This is an optimization exercise on Yosys and OpenROAD, whose aim is small area, a short achievable clock period and few clock cycles, not a production implementation.
Where RTL was checked, it was by simulation tests only, not by an equivalence proof against the original.
No activity file was given, so power comes from the tool's default toggle rates.

## the previous run
## link_framer_top
module link_framer_top (
  input  logic       aclk,
  input  logic       aresetn,
  input  logic       in_tvalid,
  output logic       in_tready,
  input  logic [7:0] in_tdata,
  input  logic       in_tlast,
  output logic       out_tvalid,
  input  logic       out_tready,
  output logic [7:0] out_tdata,
  output logic       out_tlast
);
For scale: ~24 I/O pins, roughly 250 µm² of cells after synthesis.
Settings: LEC_CHECK=0, CAP_MARGIN=20, CORE_AREA=3 3 61 61, CTS_BUF_LIST=sky130_fd_sc_hd__clkbuf_1, DIE_AREA=0 0 64 64, SETUP_SLACK_MARGIN=2.4, SLEW_MARGIN=20, SYNTH_HIERARCHICAL=1, SYNTH_MINIMUM_KEEP_SIZE=0; clock period 4.5 ns.
standard.sh (not shown) runs the stock make flow with config.mk's settings and CLKGATE_MAP_FILE= SYNTH_SCRIPT=/design/flow/synth_recipe.tcl, a recipe that flattens the netlist after the stock synthesis.
==> flow/flow/run.sh <==
#!/bin/bash
# The standard layout (the standard.sh) with extra ORFS settings:
# BUFFER_PORTS_ARGS="-buffer_cell sky130_fd_sc_hd__buf_1" RECOVER_POWER=100
# make's full output goes to standard.log; each ORFS step keeps its own log under orfs/logs.
set -euo pipefail
bash standard.sh BUFFER_PORTS_ARGS="-buffer_cell sky130_fd_sc_hd__buf_1" RECOVER_POWER=100 finish > standard.log 2>&1
Input-level comparison between the current run and the previous run:
- SETUP_SLACK_MARGIN changed from 2.4 to 2.0
==> flow/flow/run.sh <==
#!/bin/bash
# The standard layout (the standard.sh) with extra ORFS settings:
# BUFFER_PORTS_ARGS="-buffer_cell sky130_fd_sc_hd__buf_1"
# make's full output goes to standard.log; each ORFS step keeps its own log under orfs/logs.
set -euo pipefail
bash standard.sh BUFFER_PORTS_ARGS="-buffer_cell sky130_fd_sc_hd__buf_1" finish > standard.log 2>&1
### Flow results
Every stage of the flow completed for the previous run, and the final layout passed the timing, design-rule and antenna checks.
The current run finished every step from synthesis to the final layout, and the layout passed the timing, design-rule and antenna checks.
Power consumption: the current run < the previous run
Note that the design area recorded for the current run amounts to 0.79 times the value seen in the previous run.
The current run: met3 layer usage reported by global route is 1.1 points lower than what the previous run reported.
Part of the power in combinational logic, the current run and the previous run, higher one = the previous run.
Measured against each other, the current run and the previous run differ in mean routed wirelength per cell, the higher figure coming from the previous run.
Function was not checked in any run of this note: the RTL went through the layout flow alone.

---

== build 4 ==
link_framer_top again, from the RTL that the note above started with.
Settings: LEC_CHECK=0, CAP_MARGIN=20, CORE_AREA=3 3 61 61, CTS_BUF_LIST=sky130_fd_sc_hd__clkbuf_1, CTS_CLUSTER_DIAMETER=100, CTS_CLUSTER_SIZE=4, DIE_AREA=0 0 64 64, SETUP_SLACK_MARGIN=1.8, SLEW_MARGIN=20, SYNTH_HIERARCHICAL=1, SYNTH_MINIMUM_KEEP_SIZE=0; clock period 4.5 ns.
==> flow/flow/run.sh <==
#!/bin/bash
# The standard layout (the standard.sh) with extra ORFS settings:
# BUFFER_PORTS_ARGS="-buffer_cell sky130_fd_sc_hd__buf_1"
# make's full output goes to standard.log; each ORFS step keeps its own log under orfs/logs.
set -euo pipefail
bash standard.sh BUFFER_PORTS_ARGS="-buffer_cell sky130_fd_sc_hd__buf_1" finish > standard.log 2>&1
Setup changes, build 4 to trial 88
--- a/flow/config.mk
+++ b/flow/config.mk
@@ -7,2 +7,3 @@
 export LEC_CHECK = 0
+export ABC_AREA = 1
 export CAP_MARGIN = 20
@@ -10,4 +11,2 @@
 export CTS_BUF_LIST = sky130_fd_sc_hd__clkbuf_1
-export CTS_CLUSTER_DIAMETER = 100
-export CTS_CLUSTER_SIZE = 4
 export DIE_AREA = 0 0 64 64
--- outcome ---
The higher met2 demand-to-capacity share in global routing of build 4 and trial 88 is in trial 88. Summary — total track usage, trial 88 relative to build 4: higher, by 0.73 points. Complex-gate fraction of the synthesized area was lower in trial 88 than in build 4. Net switching power in trial 88 vs build 4: up 16 µW. Against build 4, gate count after technology mapping in trial 88 rose by more than 100%. Trial 88 against build 4; cell area is up by more than a quarter.
No functional check of the RTL was part of any run of this note.

---

Setup of build 35:
Another version of the RTL of link_framer_top (not shown whole).
For scale: about 2 flip-flops, roughly 24 I/O pins, about 210 sq um of cells after synthesis.
==> flow/config.mk <==
export PLATFORM = sky130hd
export DESIGN_NAME = link_framer_top
export DESIGN_NICKNAME = link_framer_top
export VERILOG_FILES = /design/flow/design.v
export SDC_FILE = /design/flow/constraint.sdc
export NUM_CORES = 4
export LEC_CHECK = 0
export CAP_MARGIN = 20
export CORE_AREA = 3 3 61 61
export CTS_BUF_LIST = sky130_fd_sc_hd__clkbuf_1
export DIE_AREA = 0 0 64 64
export SLEW_MARGIN = 20
export SYNTH_HIERARCHICAL = 1
export SYNTH_MINIMUM_KEEP_SIZE = 0
==> flow/constraint.sdc <==
create_clock -name core_clock -period 4.5 [get_ports {aclk}]
set_input_delay 0.9000 -clock core_clock [delete_from_list [all_inputs] [get_ports {aclk}]]
set_output_delay 0.9000 -clock core_clock [all_outputs]
set_load 0.01 [all_outputs]
==> flow/flow/run.sh <==
#!/bin/bash
# The standard layout (the standard.sh) with extra ORFS settings:
# BUFFER_PORTS_ARGS="-buffer_cell sky130_fd_sc_hd__buf_1" ABC_LOAD_IN_FF=3 CTS_ARGS='-buf_list sky130_fd_sc_hd__clkbuf_1 -root_buf sky130_fd_sc_hd__clkbuf_1 -sink_clustering_enable -sink_clustering_size 2 -sink_clustering_max_diameter 1000 -sink_clustering_buffer sky130_fd_sc_hd__clkbuf_1 -balance_levels'
# make's full output goes to standard.log; each ORFS step keeps its own log under orfs/logs.
set -euo pipefail
bash standard.sh BUFFER_PORTS_ARGS="-buffer_cell sky130_fd_sc_hd__buf_1" ABC_LOAD_IN_FF=3 CTS_ARGS='-buf_list sky130_fd_sc_hd__clkbuf_1 -root_buf sky130_fd_sc_hd__clkbuf_1 -sink_clustering_enable -sink_clustering_size 2 -sink_clustering_max_diameter 1000 -sink_clustering_buffer sky130_fd_sc_hd__clkbuf_1 -balance_levels' finish > standard.log 2>&1
Build 35 did not stop at any stage, and its layout met the timing, design-rule and antenna checks.
Testbench counts of build 35, summed over its fixed seeds: cycles 80,218.
### build 35 -> build 32
==> flow/flow/run.sh <==
#!/bin/bash
# The standard layout (the standard.sh) with extra ORFS settings:
# BUFFER_PORTS_ARGS="-buffer_cell sky130_fd_sc_hd__buf_1" ABC_LOAD_IN_FF=3 CTS_ARGS='-buf_list sky130_fd_sc_hd__clkbuf_1 -root_buf sky130_fd_sc_hd__clkbuf_1'
# make's full output goes to standard.log; each ORFS step keeps its own log under orfs/logs.
set -euo pipefail
bash standard.sh BUFFER_PORTS_ARGS="-buffer_cell sky130_fd_sc_hd__buf_1" ABC_LOAD_IN_FF=3 CTS_ARGS='-buf_list sky130_fd_sc_hd__clkbuf_1 -root_buf sky130_fd_sc_hd__clkbuf_1' finish > standard.log 2>&1
==> comparison <==
Build 32: PASS, flow complete, no timing, DRC or antenna violations
As far as full die area goes, build 35 and build 32 are indistinguishable; the numbers are identical.
Status: cell count parity (build 35, build 32)
Build 32 -> build 35: area used by multi-input combinational logic delta 0, exact match
Going from build 35 to build 32, portion of total power attributed to the clock network shows no meaningful change; power shows no meaningful change.
Re total number of clock tree sinks: no difference whatsoever between build 32 and build 35.
The following lists how build 37 was set up differently from build 32:
- SETUP_SLACK_MARGIN newly set to 2.3
==> flow/flow/run.sh <==
#!/bin/bash
# The standard layout (the standard.sh) with extra ORFS settings:
# BUFFER_PORTS_ARGS="-buffer_cell sky130_fd_sc_hd__buf_1" ABC_LOAD_IN_FF=3 SETUP_MOVE_SEQUENCE=sizeup,swap,clone
# make's full output goes to standard.log; each ORFS step keeps its own log under orfs/logs.
set -euo pipefail
bash standard.sh BUFFER_PORTS_ARGS="-buffer_cell sky130_fd_sc_hd__buf_1" ABC_LOAD_IN_FF=3 SETUP_MOVE_SEQUENCE=sizeup,swap,clone finish > standard.log 2>&1
Notes after the runs:
Diff build 32 -> build 37: global-route usage went down 0.51 points, fraction of area in clock buffers and inverters went down 0.22 points, setup slack went up 0.016 ns. Changes observed in build 37 relative to build 32: worst-margin pin slew shows a reduction of 0.17 ns, via count shows an increase of 3, worst relative slew slack shows an increase of 11 points, area added between synthesis and finish shows an increase of 13 points. Post-cts repair resize count in build 37 vs build 32: up 9. Compared with build 32, in build 37 total power draw climbed about 3.4%, worst reg-to-reg path cell count barely changed.

---

Setup of run 1:
The RTL this note starts from:
==> flow/design.v <==
`default_nettype none
package framing_pkg;
  localparam logic [7:0] start_byte  = 8'h7D;
  localparam logic [7:0] stop_byte   = 8'h7E;
  localparam logic [7:0] escape_byte = 8'h7F;
endpackage
`default_nettype wire
`timescale 1ns/1ps
`default_nettype none
import framing_pkg::*;
module lf_nand4 (input logic a, b, c, d, output logic y);
  assign y = !(a && b && c && d);
endmodule
module lf_nand4b (input logic an, b, c, d, output logic y);
  assign y = !(!an && b && c && d);
endmodule
module lf_nand3b (input logic an, b, c, output logic y);
  assign y = !(!an && b && c);
endmodule
module lf_nor2 (input logic a, b, output logic y);
  assign y = !(a || b);
endmodule
module lf_and2 (input logic a, b, output logic y);
  assign y = a && b;
endmodule
module lf_or2 (input logic a, b, output logic y);
  assign y = a || b;
endmodule
module lf_or2b (input logic a, bn, output logic y);
  assign y = a || !bn;
endmodule
module lf_a21oi (input logic a1, a2, b1, output logic y);
  assign y = !((a1 && a2) || b1);
endmodule
module lf_o21ai (input logic a1, a2, b1, output logic y);
  assign y = !((a1 || a2) && b1);
endmodule
module lf_a31oi (input logic a1, a2, a3, b1, output logic y);
  assign y = !((a1 && a2 && a3) || b1);
endmodule
module lf_and4 (input logic a, b, c, d, output logic y);
  assign y = a && b && c && d;
endmodule
module lf_and3b (input logic an, b, c, output logic y);
  assign y = !an && b && c;
endmodule
module lf_nand2 (input logic a, b, output logic y);
  assign y = !(a && b);
endmodule
module lf_decode (
  input  logic body,
  input  logic b,
  output logic fresh,
  output logic at_stop,
  output logic at_start
);
  assign fresh    = body && b;
  assign at_stop  = !body && b;
  assign at_start = !body && !b;
endmodule
module lf_next (
  input  logic body,
  input  logic b,
  input  logic tvalid,
  input  logic tready,
  input  logic tlast,
  input  logic hi_n,
  input  logic pre_n,
  input  logic low_zero,
  output logic body_d,
  output logic b_d
);
  logic rv;
  logic esc;
  assign rv  = tready && tvalid;
  assign esc = !(hi_n || pre_n || low_zero);
  assign body_d = body ? (!rv || !tlast || esc) : (!b && rv);
  assign b_d    = body ? (b ? !(rv && esc) : rv) : (b ? !tready : rv);
endmodule
module link_framer_top (
  input  logic       aclk,
  input  logic       aresetn,
  input  logic       in_tvalid,
  output logic       in_tready,
  input  logic [7:0] in_tdata,
  input  logic       in_tlast,
  output logic       out_tvalid,
  input  logic       out_tready,
  output logic [7:0] out_tdata,
  output logic       out_tlast
);
  logic body;
  logic b;
  logic body_d;
  logic b_d;
  logic fresh;
  logic at_stop;
  logic at_start;
  lf_decode u_decode (.body(body), .b(b), .fresh(fresh), .at_stop(at_stop), .at_start(at_start));
  logic hi_n;      
  logic esc1_n;    
  logic esc0_n;    
  logic pre_n;     
  logic low_zero;  
  logic keep1_n;   
  logic keep0_n;   
  lf_nand4  u_hi    (.a(in_tdata[6]), .b(in_tdata[5]), .c(in_tdata[4]), .d(in_tdata[3]), .y(hi_n));
  lf_nand4b u_esc1  (.an(in_tdata[7]), .b(in_tdata[2]), .c(in_tdata[0]), .d(fresh), .y(esc1_n));
  lf_nand4b u_esc0  (.an(in_tdata[7]), .b(in_tdata[2]), .c(in_tdata[1]), .d(fresh), .y(esc0_n));
  lf_nand3b u_pre   (.an(in_tdata[7]), .b(in_tdata[2]), .c(fresh), .y(pre_n));
  lf_nor2   u_low   (.a(in_tdata[1]), .b(in_tdata[0]), .y(low_zero));
  lf_a21oi  u_keep1 (.a1(body), .a2(in_tdata[1]), .b1(at_stop), .y(keep1_n));
  lf_a21oi  u_keep0 (.a1(body), .a2(in_tdata[0]), .b1(at_start), .y(keep0_n));
  lf_o21ai  u_out1  (.a1(hi_n), .a2(esc1_n), .b1(keep1_n), .y(out_tdata[1]));
  lf_o21ai  u_out0  (.a1(hi_n), .a2(esc0_n), .b1(keep0_n), .y(out_tdata[0]));
  logic hi;        
  logic pre;       
  logic low_any;   
  logic go_n;      
  lf_and4   u_hip   (.a(in_tdata[6]), .b(in_tdata[5]), .c(in_tdata[4]), .d(in_tdata[3]), .y(hi));
  lf_and3b  u_prep  (.an(in_tdata[7]), .b(in_tdata[2]), .c(fresh), .y(pre));
  lf_or2    u_lowa  (.a(in_tdata[1]), .b(in_tdata[0]), .y(low_any));
  lf_nand2  u_go    (.a(out_tready), .b(body), .y(go_n));
  lf_a31oi  u_rdy   (.a1(hi), .a2(pre), .a3(low_any), .b1(go_n), .y(in_tready));
  lf_and2   u_out7  (.a(body), .b(in_tdata[7]), .y(out_tdata[7]));
  for (genvar k = 2; k < 7; k++) begin : g_hi
    lf_or2b u_outk  (.a(in_tdata[k]), .bn(body), .y(out_tdata[k]));
  end
  lf_or2    u_valid (.a(in_tvalid), .b(at_stop), .y(out_tvalid));
  assign out_tlast = at_stop;
  lf_next u_next (
    .body     (body),
    .b        (b),
    .tvalid   (in_tvalid),
    .tready   (out_tready),
    .tlast    (in_tlast),
    .hi_n     (hi_n),
    .pre_n    (pre_n),
    .low_zero (low_zero),
    .body_d   (body_d),
    .b_d      (b_d)
  );
  always_ff @(posedge aclk or negedge aresetn) begin
    if (!aresetn) begin
      body <= 1'b0;
      b    <= 1'b0;
    end else begin
      body <= body_d;
      b    <= b_d;
    end
  end
endmodule
`default_nettype wire
export LEC_CHECK = 0
export CAP_MARGIN = 20
export CORE_AREA = 3 3 61 61
export CTS_BUF_LIST = sky130_fd_sc_hd__clkbuf_1
export DIE_AREA = 0 0 64 64
export SETUP_SLACK_MARGIN = 2.2
export SLEW_MARGIN = 20
export SYNTH_HIERARCHICAL = 1
export SYNTH_MINIMUM_KEEP_SIZE = 0
create_clock -name core_clock -period 4.5 [get_ports {aclk}]
==> flow/flow/run.sh <==
#!/bin/bash
# The standard layout (the standard.sh) with extra ORFS settings:
# BUFFER_PORTS_ARGS="-buffer_cell sky130_fd_sc_hd__buf_1" RECOVER_POWER=100
# make's full output goes to standard.log; each ORFS step keeps its own log under orfs/logs.
set -euo pipefail
bash standard.sh BUFFER_PORTS_ARGS="-buffer_cell sky130_fd_sc_hd__buf_1" RECOVER_POWER=100 finish > standard.log 2>&1
Run 1: flow completed, timing, DRC and antenna clean
Setup changes, run 1 to run 2
Settings: SETUP_SLACK_MARGIN: 2.2 -> unset.
==> flow/flow/run.sh <==
#!/bin/bash
# The standard layout (the standard.sh) with extra ORFS settings:
# BUFFER_PORTS_ARGS="-buffer_cell sky130_fd_sc_hd__buf_1"
# make's full output goes to standard.log; each ORFS step keeps its own log under orfs/logs.
set -euo pipefail
bash standard.sh BUFFER_PORTS_ARGS="-buffer_cell sky130_fd_sc_hd__buf_1" finish > standard.log 2>&1
### Flow results
[run 2] post-synthesis to final-layout area growth fell 15 points relative to run 1. Higher length of routed met2 wiring among run 1 and run 2: run 1. [diff] relative slew slack, run 2 relative to run 1: regression. In the metrics for run 1 and run 2, the one carrying the lower switching power share of the total is run 1. In the flow results for run 1 and run 2, the worst hold slack is smaller on run 1. Compared with run 1, in run 2 slew at the pin with the worst max-slew slack moved up; combinational-cell power consumption saw a decrease. Diff run 1..run 2 | combined area of all synthesized cells | unchanged. Total power of run 2 is lower than that of run 1.
No functional check of the RTL was part of any run of this note.

[port drivers added, routing unchanged]
How much do the figures lean on ideal ports? The routed layouts below were timed once more, with nothing changed but the port constraints. Step 1, drivers: a clkbuf_16 drives aclk and a buf_2 each remaining input, both assumed. Step 2 times the ports against the registers' clock, not the clock port: input delays grow and output delays shrink by t, the midpoint of the rising clock arrivals with the driver on. Slacks: ideal ports / drivers / drivers and shift; pairs: ideal ports / drivers.
run	t, ns	setup WS [ns]	worst slew at a driven data input, ns	pins driven straight from the clock port
the previous run	0.227	1.826 / 1.811 / 2.014	0.05	1
the current run	0.215	2.084 / 2.060 / 2.060	0.03	1
build 4	0.218	2.008 / 1.987 / 1.987	0.03	1
trial 88	0.224	2.022 / 1.998 / 1.998	0.03	1
build 35	0.226	2.033 / 2.008 / 2.008	0.05	1
build 32	0.226	2.033 / 2.008 / 2.008	0.05	1
build 37	0.213	2.049 / 2.014 / 2.014	0.06	1
run 1	0.223	2.052 / 2.013 / 2.013	0.04	1
run 2	0.218	2.008 / 1.987 / 1.987	0.03	1
After both steps setup and hold are still met in every run listed. The setup slack of run 1, which loses most, moves by -0.039 ns with the drivers and by -0.039 ns with both steps.
